This is an optimization exercise on Yosys and OpenROAD, whose aim is small area, not a production implementation. Function was checked by simulation only, so behaviour that the tests miss may differ from the original. Power and IR drop assume default switching activity.

**design/flow/flow/run.sh**
```bash
#!/bin/bash
# The standard layout (standard.sh) with three changes to how it is made:
#  - synthesis is the standard flow's own script, but its final ABC technology mapping
#    uses an area-oriented script (flow/abc_area.script); registers, their
#    names and cell types come out exactly as in the standard synthesis;
#  - the port buffers that global placement inserts are buf_1 cells;
#  - clock tree: mid-size sink clusters of clkbuf_8 and no dummy loads.
# Each tool's full output is in standard.log and orfs/logs/.
set -euo pipefail
HERE=$(pwd)
export CTS_ARGS="-sink_clustering_enable -repair_clock_nets -dont_use_dummy_load -buf_list sky130_fd_sc_hd__clkbuf_8 -sink_clustering_size 18 -sink_clustering_max_diameter 45"
export BUFFER_PORTS_ARGS="-buffer_cell sky130_fd_sc_hd__buf_1"
cat > "$HERE/area_synth.tcl" <<EOT
proc abc {args} {
  set i [lsearch -exact \$args -script]
  if {\$i >= 0} { lset args [expr {\$i + 1}] $HERE/flow/abc_area.script }
  yosys abc {*}\$args
}
source $HERE/synth_recipe.tcl
EOT
bash standard.sh "SYNTH_SCRIPT=$HERE/area_synth.tcl" finish > standard.log 2>&1
```
**design/flow/flow/abc_area.script**
```
strash
&get -n
&deepsyn -T 120
&put
dch -f
map -a
topo
stime -c
buffer -c
upsize -c
dnsize -c
```
**design/flow/standard.sh**
```bash
#!/bin/bash
# synth_recipe.tcl (not shown) runs the flow's synth.tcl, then flattens the netlist and writes it again
# the make line also repeats each setting of config.mk as NAME=value (left out here)
make -C /OpenROAD-flow-scripts/flow DESIGN_CONFIG=/design/flow/config.mk WORK_HOME=/design/flow/orfs CLKGATE_MAP_FILE= SYNTH_SCRIPT=/design/flow/synth_recipe.tcl "${@:-finish}"
```
**design/flow/config.mk**
```make
export PLATFORM = sky130hd
export DESIGN_NAME = rv32i_core
export DESIGN_NICKNAME = rv32i_core
export VERILOG_FILES = /design/flow/design.v
export SDC_FILE = /design/flow/constraint.sdc
export NUM_CORES = 4
export LEC_CHECK = 0
export ABC_AREA = 1
export CAP_MARGIN = 20
export CORE_MARGIN = 2
export CORE_UTILIZATION = 60
export SLEW_MARGIN = 20
```
**design/flow/constraint.sdc**
```tcl
create_clock -name core_clock -period 12.0 [get_ports {i_clk}]
set_input_delay 2.4000 -clock core_clock [delete_from_list [all_inputs] [get_ports {i_clk}]]
set_output_delay 2.4000 -clock core_clock [all_outputs]
set_load 0.01 [all_outputs]
```
**design/flow/design.v**
```verilog
`timescale 1ns/100ps
package rv32i_pkg;
    localparam int REG_COUNT  = 32;
    localparam int DMEM_WORDS = 64;
    localparam int DMEM_AW    = $clog2(64);
    typedef logic [32-1:0] word_t;
    typedef logic [4:0]          reg_addr_t;
    localparam logic [1:0] K_ALU = 2'd0, K_SHIFT = 2'd1, K_SLT = 2'd2, K_LOAD = 2'd3;
endpackage
`timescale 1ns/100ps
`timescale 1ns/100ps
module rv32i_regfile (
    input  logic       i_clk,
    input  logic       i_clr,       
    input  logic       i_we,
    input  logic [4:0] i_waddr,
    input  logic [3:0] i_wnib,
    input  logic [4:0] i_raddr1,
    input  logic [4:0] i_raddr2,
    output logic [3:0] o_rnib1,
    output logic [3:0] o_rnib2
);
    logic [31:0] ring [1:31];
    logic [3:0]  head [0:31];
    assign head[0] = 4'b0;
    genvar j;
    generate
        for (j = 1; j < 32; j++) begin : g_reg
            logic sel;
            assign sel     = i_clr || (i_we && i_waddr == j[4:0]);
            assign head[j] = ring[j][31:28];
            always_ff @(posedge i_clk) begin
                ring[j] <= {sel ? i_wnib : ring[j][3:0], ring[j][31:4]};
            end
        end
    endgenerate
    assign o_rnib1 = head[i_raddr1];
    assign o_rnib2 = head[i_raddr2];
endmodule
`timescale 1ns/100ps
`timescale 1ns/100ps
`timescale 1ns/100ps
module rv32i_data_mem (
    input  logic       i_clk,
    input  logic       i_we,
    input  logic [5:0] i_addr,
    input  logic [3:0] i_wnib,
    output logic [3:0] o_rnib
);
    logic [31:0] ring [0:63];
    logic [3:0]  head [0:63];
    genvar j;
    generate
        for (j = 0; j < 64; j++) begin : g_word
            logic sel;
            assign sel     = i_we && i_addr == j[5:0];
            assign head[j] = ring[j][3:0];
            always_ff @(posedge i_clk) begin
                ring[j] <= {sel ? i_wnib : ring[j][3:0], ring[j][31:4]};
            end
        end
    endgenerate
    assign o_rnib = head[i_addr];
endmodule
`timescale 1ns/100ps
module rv32i_core (
    input  logic      i_clk,
    input  logic      i_reset,
    output rv32i_pkg::word_t     o_imem_addr,
    input  rv32i_pkg::word_t     i_imem_data,
    output logic      o_wb_valid,
    output rv32i_pkg::reg_addr_t o_wb_rd,
    output rv32i_pkg::word_t     o_wb_data
);
    logic [2:0]  ph;
    logic [2:0]  pa;          
    logic        last;        
    logic        fin;         
    logic        clr;         
    logic [31:1] pc_q;
    assign pa   = ph - 3'd1;
    assign last = (ph == 3'd7);
    assign fin  = (ph == 3'd0);
    logic [31:0] ins;
    logic [6:0]  opc;
    logic [2:0]  f3;
    logic [4:0]  rd, rs1, rs2;
    logic        is_op, is_opi, is_lui, is_ld, is_st, is_br, is_jal, is_alu;
    logic        alt, sub;
    assign ins = i_imem_data;
    assign opc = ins[6:0];
    assign f3  = ins[14:12];
    assign rd  = ins[11:7];
    assign rs1 = ins[19:15];
    assign rs2 = ins[24:20];
    assign is_op  = (opc == 7'b0110011);
    assign is_opi = (opc == 7'b0010011);
    assign is_lui = (opc == 7'b0110111);
    assign is_ld  = (opc == 7'b0000011) && (f3 == 3'b010);
    assign is_st  = (opc == 7'b0100011) && (f3 == 3'b010);
    assign is_br  = (opc == 7'b1100011) && (f3[2:1] == 2'b00);
    assign is_jal = (opc == 7'b1101111);
    assign is_alu = is_op || is_opi;
    assign alt = ins[30] && (is_op || f3 == 3'b101);
    assign sub = is_br || (is_alu && (f3 == 3'b010 || f3 == 3'b011)) ||
                 (is_op && f3 == 3'b000 && ins[30]);
    logic        vB;          
    logic [4:0]  rdB;
    logic [1:0] kindB;
    logic        stB;         
    logic        leftB, arithB, signB;
    logic [7:0]  xA, xB;      
    logic [27:0] dq;          
    logic [27:0] tq;          
    logic [27:0] oq;          
    logic [3:0]  wnib;
    logic [3:0]  rf_a, rf_b, a_nib, rb_nib;
    rv32i_regfile u_regfile (
        .i_clk    (i_clk),
        .i_clr    (clr),
        .i_we     (vB),
        .i_waddr  (rdB),
        .i_wnib   (wnib),
        .i_raddr1 (rs1),
        .i_raddr2 (rs2),
        .o_rnib1  (rf_a),
        .o_rnib2  (rf_b)
    );
    assign a_nib  = rf_a;
    assign rb_nib = rf_b;
    logic [11:0] imm12;
    logic [3:0]  imm_nib, lui_nib, b_nib;
    logic [31:0] imm_bj;
    assign imm12 = is_st ? {ins[31:25], ins[11:7]} : ins[31:20];
    always_comb begin
        case (pa)
            3'd0:    imm_nib = imm12[3:0];
            3'd1:    imm_nib = imm12[7:4];
            3'd2:    imm_nib = imm12[11:8];
            default: imm_nib = {4{imm12[11]}};
        endcase
        case (pa)
            3'd3:    lui_nib = ins[15:12];
            3'd4:    lui_nib = ins[19:16];
            3'd5:    lui_nib = ins[23:20];
            3'd6:    lui_nib = ins[27:24];
            3'd7:    lui_nib = ins[31:28];
            default: lui_nib = 4'b0;
        endcase
    end
    assign b_nib = is_jal ? {1'b0, pa == 3'd0, 2'b00} :
                   (is_op || is_br) ? rb_nib : imm_nib;
    assign imm_bj = is_jal ? {{11{ins[31]}}, ins[31], ins[19:12], ins[20], ins[30:21], 1'b0}
                           : {{19{ins[31]}}, ins[31], ins[7], ins[30:25], ins[11:8], 1'b0};
    logic       cy, zf;
    logic       cin, cout;
    logic [3:0] sum, res_nib, d_nib, cap_nib;
    logic       eq_now, taken, lt;
    logic [31:0] pc, npc;
    logic [3:0] pc_nib, op_a;
    assign op_a = is_jal ? pc_nib : a_nib;
    assign cin = (pa == 3'd0) ? sub : cy;
    assign {cout, sum} = {1'b0, op_a} + {1'b0, b_nib ^ {4{sub}}} + {4'b0, cin};
    assign eq_now = ((pa == 3'd0) || zf) && (sum == 4'b0);
    assign taken  = is_br && (eq_now ^ f3[0]);
    assign lt = (f3[0]) ? !cout : ((a_nib[3] ^ b_nib[3]) ? a_nib[3] : sum[3]);
    assign pc     = {pc_q, 1'b0};
    assign npc    = pc + ((is_jal || taken) ? imm_bj : 32'd4);
    assign pc_nib = pc[pa*4 +: 4];
    always_comb begin
        case (f3)
            3'b100:  res_nib = a_nib ^ b_nib;
            3'b110:  res_nib = a_nib | b_nib;
            3'b111:  res_nib = a_nib & b_nib;
            default: res_nib = sum;
        endcase
        if (is_lui)      d_nib = lui_nib;
        else if (is_jal) d_nib = sum;
        else if (is_st)  d_nib = rb_nib;
        else if (is_alu && f3[1:0] == 2'b01) d_nib = a_nib;    
        else             d_nib = res_nib;
    end
    assign cap_nib = (is_ld || is_st) ? sum : b_nib;
    always_ff @(posedge i_clk) begin
        cy <= cout;
        zf <= eq_now;
        dq <= {d_nib, dq[27:4]};
        tq <= {dq[3:0], tq[27:4]};
        oq <= {wnib, oq[27:4]};
        if (pa == 3'd0) xA[3:0] <= cap_nib;
        if (pa == 3'd1) xA[7:4] <= cap_nib;
        if (fin) signB <= a_nib[3];
        if (last) begin
            xB     <= xA;
            rdB    <= rd;
            leftB  <= (f3 == 3'b001);
            arithB <= alt;
            if (is_ld)
                kindB <= rv32i_pkg::K_LOAD;
            else if (is_alu && f3[1:0] == 2'b01)
                kindB <= rv32i_pkg::K_SHIFT;
            else if (is_alu && f3[2:1] == 2'b01)
                kindB <= rv32i_pkg::K_SLT;
            else
                kindB <= rv32i_pkg::K_ALU;
        end
    end
    always_ff @(posedge i_clk) begin
        if (i_reset) begin
            ph   <= 3'd0;
            pc_q <= '0;
            clr  <= 1'b1;
            vB   <= 1'b0;
            stB  <= 1'b0;
        end else begin
            ph <= ph + 3'd1;
            if (fin && !clr)
                pc_q <= npc[31:1];
            if (last) begin
                clr  <= 1'b0;
                vB   <= (is_alu || is_lui || is_ld || is_jal) && rd != 5'd0;
                stB  <= is_st;
            end
        end
    end
    assign o_imem_addr = pc;
    logic [4:0]  sB;
    logic [31:0] hq;
    logic [3:0]  sh_nib, dm_nib;
    assign sB  = xB[4:0];
    assign hq  = {dq[3:0], tq};
    logic [31:0] rq;
    logic        sgn;
    assign rq  = {a_nib, dq};
    assign sgn = fin ? a_nib[3] : signB;
    logic [2:0] q;
    logic [1:0] r;
    logic [3:0] fill;
    logic [3:0] rn0, rn1, ln0, ln1;
    logic [7:0] rwin, lwin;
    logic [3:0] dn [8];
    logic [3:0] hn [8];
    assign q    = sB[4:2];
    assign r    = sB[1:0];
    assign fill = {4{arithB && sgn}};
    always_comb begin
        for (int n = 0; n < 8; n++) begin
            dn[n] = rq[n*4 +: 4];
            hn[n] = hq[n*4 +: 4];
        end
    end
    assign rn0  = ({1'b0, ph} + {1'b0, q} <= 4'd7) ? dn[q] : fill;
    assign rn1  = ({1'b0, ph} + {1'b0, q} <= 4'd6) ? dn[q + 3'd1] : fill;
    assign rwin = {rn1, rn0} >> r;
    assign ln0  = (q <= ph) ? hn[3'd7 - q] : 4'b0;
    assign ln1  = ({1'b0, q} + 4'd1 <= {1'b0, ph}) ? hn[3'd6 - q] : 4'b0;
    assign lwin = {ln0, ln1} << r;
    assign sh_nib = leftB ? lwin[7:4] : rwin[3:0];
    rv32i_data_mem u_data_mem (
        .i_clk  (i_clk),
        .i_we   (stB),
        .i_addr (xB[7:2]),
        .i_wnib (dq[3:0]),
        .o_rnib (dm_nib)
    );
    always_comb begin
        if (clr) wnib = 4'b0;
        else begin
            case (kindB)
                rv32i_pkg::K_SHIFT: wnib = sh_nib;
                rv32i_pkg::K_SLT:   wnib = {3'b0, lt && fin};
                rv32i_pkg::K_LOAD:  wnib = dm_nib;
                default:            wnib = dq[3:0];
            endcase
        end
    end
    assign o_wb_valid = vB && last;
    assign o_wb_rd    = rdB;
    assign o_wb_data  = {wnib, oq};
endmodule
```
==> results_dict.tcl, run 1 <==
set metrics [dict create \
    outcome "no timing/DRC/antenna violations" \
    path_clk_slew_ns 0.10 \
    p_sw_share_pct 21.32 \
    clock_path_buffers 3 \
    path_class "input pin to flip-flop" \
    ys.flop_type "dfxtp_1" \
    final_util_pct 64.61 \
    cts-resized-gates 0 \
    vias_per_cell 5.264 \
    ys_types 63 \
    start_util_pct 60.23 \
    ir_drop_uv 136.3 \
    seq_area_frac_synth_pct 83.77 \
    synth_seq_cells 3189 \
    cts_made_buffers 209 \
    netlist_area_sq_um 76510 \
    final_layout_size_suffix_gt1_share_pct 5.695 \
    setup_tns_ns 0 \
    track_usage_pct 26.91 \
    io_pins 104 \
    skew_ns 0.1243 \
    hold_viol 0 \
    htreeDepth 4 \
    critPathMaxFanout 7 \
    grt_pass1_vias 37570 \
    drt-met1-wl_um 88870 \
    maxSlewHeadroom_pct 14.11 \
    tightest_slew_ns 1.288 \
    clock_latency_ns 0.97 \
    overflow 0 \
    drv_cap 0 \
    drtPass1Iterations 7 \
    fin_hold_ws_ns 0.2516 \
    async_reset_ff_share_pct 0 \
    dieArea_sq_um 130400 \
    hpwlAfterDp_um 121300 \
    routed.top_layer "met4" \
    met3_length_um 11100 \
    finalNetCount 5996 \
    end_kind "flip-flop" \
    worstPathArrival_ns 11.26 \
    slowest_delay_ns 0.51 \
    min_period_ns 10.44 \
    rsz0062_at_grt "no" \
    drc 0 \
    met2_wirelength_um 72930 \
    syn2layout_area_growth_pct 7.271 \
    synth_cells 5619 \
    layout.cells.non_filler 7568 \
    path_common_cell "inv_1" \
    gp_congestion 0.9252 \
    design.core.area_sq_um 127000 \
    finalSetupViolCount 0 \
    slew_violations 0 \
    p_total_mw 15.66 \
    cts_setup_buffers 0 \
    clock.fmax_mhz 95.82 \
    grt_max_degree 93 \
    rows 131 \
    yosysWarningCount 9 \
    hp-class "flip-flop to flip-flop" \
    antenna_found_initial 19 \
    syn_avg_cell_area_sq_um 13.62 \
    cp.required_ns 12.82 \
    cts_tree "built" \
    power.switching_mw 3.338 \
    cp_slowest_cell "nor2_1" \
    fp.dieH_um 361.1 \
    synth_nets 5713 \
    cts.sink_count 3189 \
    root_buffer "clkbuf_8" \
    p_per_area_nw_per_um2 190.8 \
    min_period_over_period_pct 86.97 \
    synth-edff-count 25 \
    p_comb_share_pct 2.9 \
    power_frac_clock_pct 28.5 \
    cts_hold_buf 0 \
    drt_iter0_drc 3510 \
    routedWlPerCell_um 23.43 \
    cp-start-kind "input pin" \
    wl_um 177400 \
    r2r_slack_ns 2.12 \
    p_int_mw 12.32 \
    grt_pass1_wl_um 253700 \
    ant_nets 0 \
    p_seq_share_pct 68.6 \
    power.leakage_nw 32.18 \
    num-fill-cells 9452 \
    fp.dieW_um 361.1 \
    dp_cells 7353 \
    port_buffers 102 \
    vias 39840 \
]
## final timing paths
kind                                            start                    end  cells after the start
worst max-delay path                  i_imem_data[20]               pc_q[25]                     63
worst min-delay path            u_regfile.ring[10][8]  u_regfile.ring[10][4]                      0
worst max register to register                  ph[0]               pc_q[25]                     59
worst min register to register  u_regfile.ring[10][8]  u_regfile.ring[10][4]                      0
## through the flow
step	setup WS [ns]	cell area [sq um]
final	1.564	82070
after floorplan	2.286	76510
after global placement	0.8474	79180
after CTS	1.756	82060
after global routing	0.7178	82060
after detailed placement	0.7864	79180
## layer usage
metal	vias up	GRT usage, %
met2	1161	38.08
met5	-	0
met3	308	4.490
li1	18930	-
met1	19430	42.45
met4	0	7.548
## sequential cells by signal, indices dropped and copies added (netlist names), 2 cells and up
| signal | flops |
|---|---|
| pc_q | 31 |
| xA | 8 |
| tq | 28 |
| xB | 8 |
| u_data_mem.ring | 2048 |
| rdB | 5 |
| dq | 28 |
| ph | 3 |
| kindB | 2 |
| oq | 28 |
| u_regfile.ring | 992 |
## kinds of logic after synthesis
| logic type | share of synthesized area [%] |
|---|---|
| simple gates | 5.269 |
| xor+xnor | 0.06870 |
| other cells | 0.004901 |
| fa+ha+maj | 1.020 |
| compound gates | 7.920 |
| buf+inv | 1.946 |
| flops | 83.77 |
## worst max-delay path, delay by kind of cell
| family | cells | cell delay [ns] |
|---|---|---|
| buf+inv | 12 | 1.17 |
| simple gates | 29 | 3.48 |
| fa+ha+maj | 3 | 0.96 |
| xor+xnor | 2 | 0.59 |
| compound gates | 17 | 2.64 |
## cell usage in the layout, fill, tap and decap left out, types with 7 or more instances in the layout
cell type and n:
a22oi_1 183, a31oi_1 17, nor2_2 18, nand2_1 335, o22ai_1 36, o211ai_1 16
a21oi_2 8, o2111ai_1 14, inv_2 9, clkbuf_8 209, nor4_1 10, nor3_1 35
nand3_1 169, a221oi_1 32, dfxtp_1 3164, buf_1 102, clkinv_1 14, o21bai_1 7
o221ai_1 11, nand4_1 21, o21ai_0 324, a21oi_1 302, buf_4 73, ha_1 56
edfxtp_1 25, nor2_1 355, inv_1 268
## power groups by stage
| stage | clock, mW | combinational (mW) | sequential (mW) |
|---|---|---|---|
| finish | 4.47 | 0.452 | 10.7 |
| global placement | 0 | 0.451 | 11.0 |
| detailed placement | 0 | 0.444 | 11.0 |
| global route | 4.96 | 0.474 | 10.8 |
| CTS | 4.58 | 0.445 | 10.7 |
| floorplan | 0 | 0.231 | 10.9 |
## cell type report
cell class              count  area [sq um]  share of cell area (%)
flip-flops and latches   3189         64090                   78.09
multi-input cells        2035         10980                   13.38
clock buffers             209          2877                   3.505
well taps                1662          2079                   2.534
inverters                 292          1099                   1.339
repair buffers            175         930.9                   1.134
diodes                      6         15.01                 0.01829
## cell usage after synthesis, drive strengths merged, types with 11 or more instances
library cell  instances  area (sq um)
o2111ai              14         122.6
ha                   56         700.7
a21oi               310          1582
o22ai                37         237.7
o21ai               332          1665
clkinv               15         56.30
nor2                374          1426
nand4                21         131.4
nand3               169         845.8
clkbuf               96         361.6
nand2               336          1269
nor3                 38         195.2
a31oi                17         106.4
inv                 277          1040
a22oi               183          1374
edfxtp               25         750.7
nor4                 11         75.07
dfxtp              3164         63340
a221oi               32         280.3
o221ai               11         96.34
o211ai               16         120.1
==> run 2: changes to the inputs <==
--- a/design/flow/design.v
+++ b/design/flow/design.v
@@ -111,3 +111,3 @@
     logic        leftB, arithB, signB;
-    logic [7:0]  xA, xB;      
+    logic [5:0]  xA, xB;      
     logic [27:0] dq;          
@@ -156,3 +156,3 @@
     logic       cin, cout;
-    logic [3:0] sum, res_nib, d_nib, cap_nib;
+    logic [3:0] sum, res_nib, d_nib;
     logic       eq_now, taken, lt;
@@ -182,3 +182,2 @@
     end
-    assign cap_nib = (is_ld || is_st) ? sum : b_nib;
     always_ff @(posedge i_clk) begin
@@ -189,4 +188,4 @@
         oq <= {wnib, oq[27:4]};
-        if (pa == 3'd0) xA[3:0] <= cap_nib;
-        if (pa == 3'd1) xA[7:4] <= cap_nib;
+        if (pa == 3'd0) xA[3:0] <= (is_ld || is_st) ? {2'b00, sum[3:2]} : b_nib;
+        if (pa == 3'd1) xA[5:2] <= (is_ld || is_st) ? sum : {1'b0, b_nib[0], xA[3:2]};
         if (fin) signB <= a_nib[3];
@@ -237,23 +236,22 @@
     logic [1:0] r;
-    logic [3:0] fill;
-    logic [3:0] rn0, rn1, ln0, ln1;
-    logic [7:0] rwin, lwin;
-    logic [3:0] dn [8];
-    logic [3:0] hn [8];
+    logic       ok0, ok1;
+    logic [3:0] fill, x0, x1, win;
+    logic [3:0] sn [8];
+    logic [7:0] fun;
     assign q    = sB[4:2];
     assign r    = sB[1:0];
-    assign fill = {4{arithB && sgn}};
+    assign fill = {4{arithB && sgn && !leftB}};
     always_comb begin
         for (int n = 0; n < 8; n++) begin
-            dn[n] = rq[n*4 +: 4];
-            hn[n] = hq[n*4 +: 4];
-        end
-    end
-    assign rn0  = ({1'b0, ph} + {1'b0, q} <= 4'd7) ? dn[q] : fill;
-    assign rn1  = ({1'b0, ph} + {1'b0, q} <= 4'd6) ? dn[q + 3'd1] : fill;
-    assign rwin = {rn1, rn0} >> r;
-    assign ln0  = (q <= ph) ? hn[3'd7 - q] : 4'b0;
-    assign ln1  = ({1'b0, q} + 4'd1 <= {1'b0, ph}) ? hn[3'd6 - q] : 4'b0;
-    assign lwin = {ln0, ln1} << r;
-    assign sh_nib = leftB ? lwin[7:4] : rwin[3:0];
+            for (int k = 0; k < 4; k++)
+                sn[n][k] = leftB ? hq[(7 - n) * 4 + 3 - k] : rq[n * 4 + k];
+        end
+    end
+    assign ok0 = leftB ? (q <= ph) : ({1'b0, ph} + {1'b0, q} <= 4'd7);
+    assign ok1 = leftB ? ({1'b0, q} + 4'd1 <= {1'b0, ph}) : ({1'b0, ph} + {1'b0, q} <= 4'd6);
+    assign x0  = ok0 ? sn[q] : fill;
+    assign x1  = ok1 ? sn[q + 3'd1] : fill;
+    assign fun = {x1, x0} >> r;
+    assign win = fun[3:0];
+    assign sh_nib = leftB ? {win[0], win[1], win[2], win[3]} : win;
     rv32i_data_mem u_data_mem (
@@ -261,3 +259,3 @@
         .i_we   (stB),
-        .i_addr (xB[7:2]),
+        .i_addr (xB),
         .i_wnib (dq[3:0]),
--- a/design/flow/config.mk
+++ b/design/flow/config.mk
@@ -10,3 +10,3 @@
 export CORE_MARGIN = 2
-export CORE_UTILIZATION = 60
+export CORE_UTILIZATION = 70
 export SLEW_MARGIN = 20
==> run 2 against run 1 <==
Die area fell by 14%. Register-to-register slack improved by 0.30 ns. Critical path depth rose by 1. Largest power group unchanged. Worst hold slack got worse by 0.030 ns. Critical endpoint unchanged.
==> results_dict.tcl, run 2 <==
set metrics [dict create \
    synth_nets 5677 \
    outcome "no timing/DRC/antenna violations" \
    overflow 0 \
    clock_latency_ns 0.90 \
    cts-resized-gates 0 \
    synth_largest_area_cell "dfxtp_1" \
    hpwlAfterDp_um 118700 \
    grt_max_degree 81 \
    cts_made_buffers 208 \
    netlist.area_leader.share_pct 83.13 \
    mostFrequentLayoutCells "dfxtp_1 (3164), nand2_1 (382), o21ai_0 (340)" \
    ys_types 66 \
    cts.sink_count 3185 \
    antenna_found_initial 11 \
    synth_commonest_cells "dfxtp_1 (3164), nand2_1 (382), o21ai_0 (341)" \
    ant_nets 0 \
    design.core.area_sq_um 108400 \
    regMostFlops "u_data_mem.ring" \
    final_layout_size_suffix_gt1_share_pct 5.646 \
    cp-start-kind "input pin" \
    p_per_area_nw_per_um2 191.3 \
    start_util_pct 70.29 \
    min_from "u_regfile.ring[20][22]" \
    drc 0 \
    largest_reg_flops 2048 \
    wl_um 179900 \
    drv_cap 0 \
    power.leakage_nw 32.01 \
    dieArea_sq_um 111500 \
    seq_area_frac_synth_pct 83.96 \
    vias_per_cell 5.604 \
    ys.flop_type "dfxtp_1" \
    cp_slowest_cell "fa_1" \
    p_total_mw 15.56 \
    cp.required_ns 12.71 \
    track_usage_pct 31.91 \
    synthTopCellsByArea "dfxtp_1 (83%), o21ai_0 (2.2%), nand2_1 (1.9%)" \
    skew_ns 0.1228 \
    critPathMaxFanout 10 \
    vias 40720 \
    clock_path_buffers 3 \
    htreeDepth 4 \
    slew_violations 0 \
    slowest_delay_ns 0.42 \
    rsz0062_at_grt "no" \
    fp.dieW_um 333.9 \
    clock.fmax_mhz 95.60 \
    min_period_ns 10.46 \
    fp.dieH_um 333.9 \
    final_common_cell "dfxtp_1" \
    drt_iter0_drc 3675 \
    io_pins 104 \
    hp-class "flip-flop to flip-flop" \
    synth_cells 5587 \
    port_buffers 102 \
    drtPass1Iterations 6 \
    async_reset_ff_share_pct 0 \
    top_regs "u_data_mem.ring x2048, u_regfile.ring x992, pc_q x31" \
    min_period_over_period_pct 87.16 \
    setup_tns_ns 0 \
    grt_pass1_wl_um 260000 \
    path_class "input pin to flip-flop" \
    maxSlewHeadroom_pct 25.92 \
    yosysMostFrequentCell "dfxtp_1" \
    ir_drop_uv 145.5 \
    syn_avg_cell_area_sq_um 13.64 \
    yosysWarningCount 8 \
    root_buffer "clkbuf_8" \
    path_clk_slew_ns 0.10 \
    syn2layout_area_growth_pct 6.776 \
    critical_path.startpoint "i_imem_data[21]" \
    final_util_pct 75.05 \
    finalSetupViolCount 0 \
    grt_pass1_vias 40800 \
    netlist_area_sq_um 76190 \
    cts_hold_buf 0 \
    gp_congestion 0.9454 \
    synth-edff-count 21 \
    path_common_cell "nor2_1" \
    synth_seq_cells 3185 \
    cts_tree "built" \
    hold_viol 0 \
    end_kind "flip-flop" \
    tightest_slew_ns 1.103 \
    rows 121 \
    fin_hold_ws_ns 0.2213 \
    routedWlPerCell_um 24.76 \
    cts_setup_buffers 0 \
    reg2reg_from "ph[0]" \
    worstPathArrival_ns 11.17 \
    finalNetCount 5937 \
]
## run 2: worst max-delay path, delay by kind of cell
kind                     cells  cell delay [ns]
AO/OA/AOI/OAI               19             3.01
XOR/XNOR                     2             0.44
adder cells (fa/ha/maj)      3             0.97
buffers and inverters       12             1.54
AND/OR/NAND/NOR             28             2.80
## run 2: metal layers
| metal | GRT usage, % | share of wire, % | vias to the layer above |
|---|---|---|---|
| li1 | - | - | 18720 |
| met1 | 45.66 | 45 | 20000 |
| met2 | 49.38 | 45 | 1624 |
| met3 | 5.949 | 7.0 | 374 |
| met4 | 11.05 | 3.3 | 6 |
| met5 | 0 | 0.022 | - |
## run 2: cell families after synthesis
| kind of cell | Yosys count | share of synthesized area (%) |
|---|---|---|
| mux | 10 | 0.1314 |
| other cells | 1 | 0.004922 |
| xor+xnor | 7 | 0.08047 |
| simple gates | 980 | 5.383 |
| fa+ha+maj | 56 | 0.9590 |
| buf+inv | 385 | 1.905 |
| flops | 3185 | 83.96 |
| compound gates | 963 | 7.574 |
## run 2: cell type report
type                            count  area [sq um]
Sequential cell                  3185         63970
Fill cell                        6257         27050
Multi-Input combinational cell   2017         10850
Clock buffer                      208          2863
Tap cell                         1414          1769
Inverter                          268          1008
Timing Repair Buffer              167         870.8
Antenna cell                        8         20.02
## run 2: through the flow
stage | cell area (sq um) | std cells | setup WS (ns)
6_report | 81350 | 7267 | 1.540
5_1_grt | 81340 | 7260 | 0.7826
4_1_cts | 81330 | 7259 | 1.770
3_5_place_dp | 78470 | 7051 | 0.9161
3_3_place_gp | 78470 | 7051 | 1.097
2_1_floorplan | 76190 | 5587 | 2.328
## run 2: path summary, 6_finish.rpt
path / endpoint / slack (ns) / depth (start not counted)
setup / recovery: pc_q[25] / 1.54 / 64
setup reg to reg: pc_q[25] / 2.42 / 62
hold reg to reg: u_regfile.ring[20][18] / 0.22 / 0
hold / removal: u_regfile.ring[20][18] / 0.22 / 0
## run 2: power by group
part           internal [mW]  leakage, nW  total [mW]  switching (mW)
Combinational         0.0790         4.82       0.381           0.302
Sequential              10.6         25.7        10.7          0.0511
Clock                   1.55         1.50        4.49            2.94
Total                   12.3         32.0        15.6            3.29
==> run 3: changes to the inputs <==
--- a/design/flow/config.mk
+++ b/design/flow/config.mk
@@ -10,3 +10,3 @@
 export CORE_MARGIN = 2
-export CORE_UTILIZATION = 70
+export CORE_UTILIZATION = 60
 export SLEW_MARGIN = 20
==> run 3 against run 2 <==
Still clean on timing, DRC and antenna. Final area is 0.51% higher. Worst setup slack improved by 0.079 ns. Count of clock-buffer cells in the layout is 4 higher. Utilization is 10 points lower. Non-clock buffer count up 10. Power about the same. Critical path depth is 2 lower. Register-to-register slack lost 0.18 ns. Critical path type unchanged.
==> results_dict.tcl, run 3 <==
set metrics [dict create \
    design.core.area_sq_um 125900 \
    cp_slowest_cell "nor2_1" \
    synth_nets 5677 \
    yosysWarningCount 8 \
    synth-edff-count 21 \
    power.leakage_nw 32.09 \
    clock_latency_ns 0.95 \
    slew_violations 0 \
    synth_seq_cells 3185 \
    min_period_ns 10.38 \
    fp.dieH_um 360.4 \
    setup_tns_ns 0 \
    cts_made_buffers 212 \
    overflow 0 \
    synth_commonest_cells "dfxtp_1 (3164), nand2_1 (382), o21ai_0 (341)" \
    synth_top_family_by_area "compound AO/OA/AOI/OAI gates" \
    crit-reg2reg-capture "pc_q[23]" \
    p_per_area_nw_per_um2 190.4 \
    maxSlewHeadroom_pct 23.12 \
    rows 130 \
    hpwlAfterDp_um 116200 \
    grt_max_degree 70 \
    seq_area_frac_synth_pct 83.96 \
    routedWlPerCell_um 22.60 \
    htreeDepth 4 \
    fp.dieW_um 360.4 \
    synthTopCellsByArea "dfxtp_1 (83%), o21ai_0 (2.2%), nand2_1 (1.9%)" \
    track_usage_pct 25.96 \
    synth_largest_area_cell "dfxtp_1" \
    ys.flop_type "dfxtp_1" \
    clock.fmax_mhz 96.33 \
    grt_pass1_vias 37870 \
    yosysMostFrequentCell "dfxtp_1" \
    cts-resized-gates 0 \
    reg2reg_from "ph[0]" \
    dieArea_sq_um 129900 \
    grt_pass1_wl_um 247200 \
    rsz0062_at_grt "no" \
    top_regs "u_data_mem.ring x2048, u_regfile.ring x992, pc_q x31" \
    r2r_slack_ns 2.24 \
    syn2layout_area_growth_pct 7.319 \
    root_buffer "clkbuf_8" \
    ir_drop_uv 146.5 \
    synth-xor-area-share_pct 0.08047 \
    design_area_sq_um 81770 \
    hold_end "u_regfile.ring[20][11]" \
    wl_um 169800 \
    synth_mux_area_share_pct 0.1314 \
    regArea_sq_um 63970 \
    io_pins 104 \
    syn_avg_cell_area_sq_um 13.64 \
    ys_types 66 \
    port_buffers 102 \
    cp.required_ns 12.74 \
    min_period_over_period_pct 86.51 \
    worstPathArrival_ns 11.12 \
    ant_nets 0 \
    netlist.area_leader.share_pct 83.13 \
    regMostFlops "u_data_mem.ring" \
    min_from "u_regfile.ring[20][15]" \
    final_layout_size_suffix_gt1_share_pct 5.888 \
    path_clk_slew_ns 0.10 \
    hold_viol 0 \
    antenna_found_initial 8 \
    largest_reg_flops 2048 \
    end_kind "flip-flop" \
    dp_cells 7297 \
    clock_path_buffers 3 \
    drt_iter0_drc 3578 \
    outcome "no timing/DRC/antenna violations" \
    synth-compound-area-share_pct 7.574 \
    place_area_sq_um 78840 \
    vias_per_cell 5.223 \
    drv_cap 0 \
    p_total_mw 15.57 \
    path_common_cell "nor2_1" \
    skew_ns 0.1392 \
    tightest_slew_ns 1.144 \
    hold_depth 0 \
    layout.cells.non_filler 7513 \
    cts_setup_buffers 0 \
    hp-class "flip-flop to flip-flop" \
    multi_input_area_sq_um 10850 \
    vias 39240 \
    drtPass1Iterations 5 \
    synth_cells 5587 \
    critPathMaxFanout 6 \
    synth-simple-area-share_pct 5.383 \
    start_util_pct 60.52 \
    netlist_area_sq_um 76190 \
    gp_congestion 0.8854 \
    final_common_cell "dfxtp_1" \
    cts_tree "built" \
    cts.sink_count 3185 \
    reg2regPathDepth 62 \
    finalSetupViolCount 0 \
    path_class "input pin to flip-flop" \
    num-fill-cells 9320 \
    synth_fa_ha_area_share_pct 0.9590 \
    finalNetCount 5951 \
    mostFrequentLayoutCells "dfxtp_1 (3164), nand2_1 (382), o21ai_0 (340)" \
    drc 0 \
    async_reset_ff_share_pct 0 \
    cp-start-kind "input pin" \
    final_util_pct 64.95 \
    cts_hold_buf 0 \
    slowest_delay_ns 0.48 \
]
## run 3: cell count changes in the layout (fill, tap and decap cells not counted), sizes merged
| cell | before | now |
|---|---|---|
| buf | 167 | 177 |
| clkbuf | 208 | 212 |
| diode | 8 | 4 |
## run 3: metal layers
layer	vias up	track usage, %	wire length [um]
met2	1147	37.39	69980
met3	270	4.308	10060
met1	19070	40.59	85960
met4	0	6.900	3794
met5	-	0	0
li1	18750	-	-
## run 3: metrics by stage
step | hold slack, ns | setup WS (ns)
floorplan | 0.3096 | 2.328
global placement | 0.3095 | 0.9314
detailed placement | 0.3121 | 0.9323
CTS | 0.1933 | 1.840
global route | 0.1985 | 0.9326
finish | 0.2020 | 1.619
## run 3: worst max-delay path: cells and delay by family
family / cells / cell delay (ns)
buffers and inverters: 9 / 0.74
and+or+nand+nor: 35 / 4.33
adders and majority gates: 4 / 1.60
xor gates and xnor gates: 1 / 0.17
AOI/OAI and AO/OA: 13 / 1.90
## run 3: power by group
group / switching (mW) / total (mW) / internal, mW
Combinational: 0.310 / 0.389 / 0.0793
Sequential: 0.0473 / 10.7 / 10.6
Clock: 2.92 / 4.49 / 1.58
Total: 3.27 / 15.6 / 12.3
## run 3: cell families after synthesis
group                    after synthesis
adder cells (fa/ha/maj)               56
AND/OR/NAND/NOR                      980
XOR/XNOR                               7
multiplexers                          10
flip-flops                          3185
AO/OA/AOI/OAI                        963
buffers and inverters                385
other                                  1
## run 3: worst max path at each step
stage / slack (ns) / endpoint / cells after the start / from
after floorplan: 2.33 / pc_q[23] / 61 / i_imem_data[2]
after global placement: 0.93 / pc_q[25] / 62 / i_imem_data[1]
after detailed placement: 0.93 / pc_q[25] / 62 / i_imem_data[14]
after CTS: 1.84 / pc_q[23] / 62 / i_imem_data[14]
after global routing: 0.93 / pc_q[25] / 62 / i_imem_data[14]
final: 1.62 / pc_q[23] / 62 / i_imem_data[14]
## run 3: final cells by class
class | instances | share of cell area (%)
Clock buffer | 212 | 3.568
Tap cell | 1650 | 2.525
Multi-Input combinational cell | 2017 | 13.27
Sequential cell | 3185 | 78.24
Timing Repair Buffer | 177 | 1.154
Antenna cell | 4 | 0.01224
Inverter | 268 | 1.233
==> run 4: changes to the inputs <==
--- a/design/flow/config.mk
+++ b/design/flow/config.mk
@@ -11,2 +11,3 @@
 export CORE_UTILIZATION = 60
+export PLACE_DENSITY = 0.75
 export SLEW_MARGIN = 20
==> run 4 against run 3 <==
Sequential cell count did not move. Global-route usage is 0.30 points lower. Combinational power down 3%. Sequential power barely moved. Critical path type unchanged. Largest power group unchanged. Highest routed layer is now met5.
==> results_dict.tcl, run 4 <==
set metrics [dict create \
    synth-edff-count 21 \
    clock.fmax_mhz 98.82 \
    synth_cells 5587 \
    cts_hold_buf 0 \
    vias_per_cell 5.281 \
    fp.dieH_um 360.4 \
    grt_pass1_wl_um 245800 \
    cts_tree "built" \
    track_usage_pct 25.66 \
    p_seq_share_pct 68.7 \
    synth-xor-area-share_pct 0.08047 \
    port_buffers 102 \
    clock_path_buffers 3 \
    tightest_slew_ns 1.203 \
    io_pins 104 \
    seq_area_frac_synth_pct 83.96 \
    netlist.area_leader.share_pct 83.13 \
    maxSlewHeadroom_pct 19.50 \
    num-fill-cells 9049 \
    routedWlPerCell_um 22.46 \
    wl_um 168400 \
    hold_viol 0 \
    final_common_cell "dfxtp_1" \
    rsz0062_at_grt "no" \
    synth-compound-area-share_pct 7.574 \
    cp_top_family "simple AND/OR/NAND/NOR gates" \
    ant_nets 0 \
    mostFrequentLayoutCells "dfxtp_1 (3164), nand2_1 (382), o21ai_0 (340)" \
    slew_violations 0 \
    setup_tns_ns 0 \
    ys_types 66 \
    hp-class "flip-flop to flip-flop" \
    final_layout_size_suffix_gt1_share_pct 5.481 \
    drtPass1Iterations 5 \
    yosysWarningCount 8 \
    cts.sink_count 3185 \
    root_buffer "clkbuf_8" \
    gp_congestion 0.9469 \
    netlist_area_sq_um 76190 \
    finalNetCount 5930 \
    ir_drop_uv 184.2 \
    path_clk_slew_ns 0.10 \
    overflow 0 \
    multi_input_area_sq_um 10830 \
    regArea_sq_um 63970 \
    path_class "input pin to flip-flop" \
    vias 39600 \
    slowest_delay_ns 0.46 \
    skew_ns 0.1373 \
    power.switching_mw 3.242 \
    synth-simple-area-share_pct 5.383 \
    cp_slowest_cell "fa_1" \
    synth_nets 5677 \
    grt_pass1_vias 38610 \
    synth_largest_area_cell "dfxtp_1" \
    fp.dieW_um 360.4 \
    ys.flop_type "dfxtp_1" \
    p_comb_share_pct 2.4 \
    min_period_ns 10.12 \
    largest_reg_flops 2048 \
    drt_iter0_drc 3434 \
    yosysMostFrequentCell "dfxtp_1" \
    min_period_over_period_pct 84.33 \
    p_int_mw 12.30 \
    synth_top_family_by_area "compound AO/OA/AOI/OAI gates" \
    start_util_pct 60.52 \
    cp-start-kind "input pin" \
    worstPathArrival_ns 10.88 \
    htreeDepth 4 \
    synth_mux_area_share_pct 0.1314 \
    path_buf_inv 10 \
    synthTopCellsByArea "dfxtp_1 (83%), o21ai_0 (2.2%), nand2_1 (1.9%)" \
    synth_seq_cells 3185 \
    syn_avg_cell_area_sq_um 13.64 \
    finalSetupViolCount 0 \
    regMostFlops "u_data_mem.ring" \
    p_sw_share_pct 20.85 \
    power.leakage_nw 31.99 \
    cts-resized-gates 0 \
    path_common_cell "nor2_1" \
    cp.required_ns 12.76 \
    synth_fa_ha_area_share_pct 0.9590 \
    p_total_mw 15.55 \
    grt_max_degree 80 \
    cts_made_buffers 213 \
    rows 130 \
    design.core.area_sq_um 125900 \
    clock_latency_ns 0.97 \
    p_per_area_nw_per_um2 190.5 \
    end_kind "flip-flop" \
    hpwlAfterDp_um 114600 \
    drv_cap 0 \
    async_reset_ff_share_pct 0 \
    power_frac_clock_pct 28.8 \
    cts_setup_buffers 0 \
    final_util_pct 64.83 \
    top_regs "u_data_mem.ring x2048, u_regfile.ring x992, pc_q x31" \
    outcome "no timing/DRC/antenna violations" \
    critPathMaxFanout 10 \
    dieArea_sq_um 129900 \
    antenna_found_initial 10 \
    drc 0 \
    syn2layout_area_growth_pct 7.119 \
    synth_commonest_cells "dfxtp_1 (3164), nand2_1 (382), o21ai_0 (341)" \
]
==> run 4: logic make-up (layout without fill, tap and decap cells) <==
group | Yosys count | count (layout)
flops | 3185 | 3185
simple gates | 980 | 980
compound gates | 963 | 963
other cells | 1 | 11
xor+xnor | 7 | 7
fa+ha+maj | 56 | 56
mux | 10 | 10
buf+inv | 385 | 636
==> run 4: worst reg2reg max path, delay by kind of cell (launching register included) <==
| family | cells | cell delay (ns) |
|---|---|---|
| adders and majority gates | 5 | 1.83 |
| buffers and inverters | 11 | 1.24 |
| and+or+nand+nor | 31 | 3.47 |
| DFF | 1 | 0.57 |
| xor gates and xnor gates | 2 | 0.26 |
| AOI/OAI and AO/OA | 14 | 1.92 |
==> run 4: final timing paths <==
path	startpoint	end	slack, ns	cells after the start
setup / recovery	i_imem_data[14]	pc_q[23]	1.88	63
hold / removal	u_regfile.ring[15][9]	u_regfile.ring[15][5]	0.23	0
setup reg to reg	ph[0]	pc_q[23]	2.62	63
hold reg to reg	u_regfile.ring[15][9]	u_regfile.ring[15][5]	0.23	0
==> run 4: per-stage QoR <==
stage,instances,hold WS (ns),worst slack [ns],cell area (sq um)
4_1_cts,7488,0.2057,2.098,81590
5_1_grt,7492,0.2141,1.047,81600
3_5_place_dp,7275,0.3121,1.141,78660
2_1_floorplan,5587,0.3096,2.328,76190
3_3_place_gp,7275,0.3095,1.154,78660
6_report,7498,0.2345,1.880,81610
==> run 4: power by group through the flow <==
stage | logic, mW | registers (mW) | clock network (mW)
2_1_floorplan | 0.203 | 10.9 | 0
3_3_place_gp | 0.367 | 10.9 | 0
3_5_place_dp | 0.365 | 10.9 | 0
4_1_cts | 0.368 | 10.7 | 4.58
5_1_grt | 0.394 | 10.7 | 4.96
6_report | 0.376 | 10.7 | 4.48
==> run 4: metal layers <==
metal  routed length, um  global-route usage, %  vias to the layer above  part of all wire, %
li1                    -                      -                    18720                    -
met1               81690                  39.18                    19180                   48
met2               70180                  36.95                     1368                   42
met3               11420                  4.606                      335                  6.8
met4                5135                  8.647                        2                  3.0
met5                   7                      0                        -               0.0042
==> run 4: cell type report <==
class | instances | area share (%)
antenna | 10 | 0.03066
clock buffer | 213 | 3.592
inverter | 268 | 1.236
multi-input combinational | 2017 | 13.27
sequential | 3185 | 78.38
tap | 1650 | 2.530
timing repair buffer | 155 | 0.9566

==> separate check: timing with driven ports <==
No port has a modelled driver above. Below, the same layouts with a new extraction and two added sets of constraints. Step 1 (the two cells are an assumption about what drives the block):
set clk [get_ports {i_clk}]
set_driving_cell -lib_cell sky130_fd_sc_hd__clkbuf_16 $clk
set_driving_cell -lib_cell sky130_fd_sc_hd__buf_2 [delete_from_list [all_inputs] $clk]
Step 2, shift: input delay + t, output delay - t, t = (earliest + latest rising clock arrival at the registers) / 2. This alone moves slack from input paths to output paths. a / b / c = ideal ports / drivers / drivers and shift; a / b = the first two.
| run | t (ns) | setup slack, ns | hold slack, ns | slew at the worst register clock pin (ns) | worst slew at a driven data input, ns |
|---|---|---|---|---|---|
| run 1 | 0.988 | 1.564 / 1.604 / 0.617 | 0.252 / 0.252 / 0.252 | 0.11 / 0.11 | 0.08 |
| run 2 | 0.905 | 1.540 / 1.553 / 0.648 | 0.221 / 0.221 / 0.221 | 0.12 / 0.12 | 0.05 |
| run 3 | 0.955 | 1.619 / 1.665 / 0.710 | 0.202 / 0.202 / 0.202 | 0.11 / 0.11 | 0.05 |
| run 4 | 0.971 | 1.880 / 1.918 / 0.947 | 0.234 / 0.234 / 0.234 | 0.11 / 0.11 | 0.12 |
After both steps setup and hold are still met in every run listed. For run 1, which loses most, drivers alone change the setup slack by +0.040 ns; drivers and shift together by -0.947 ns.
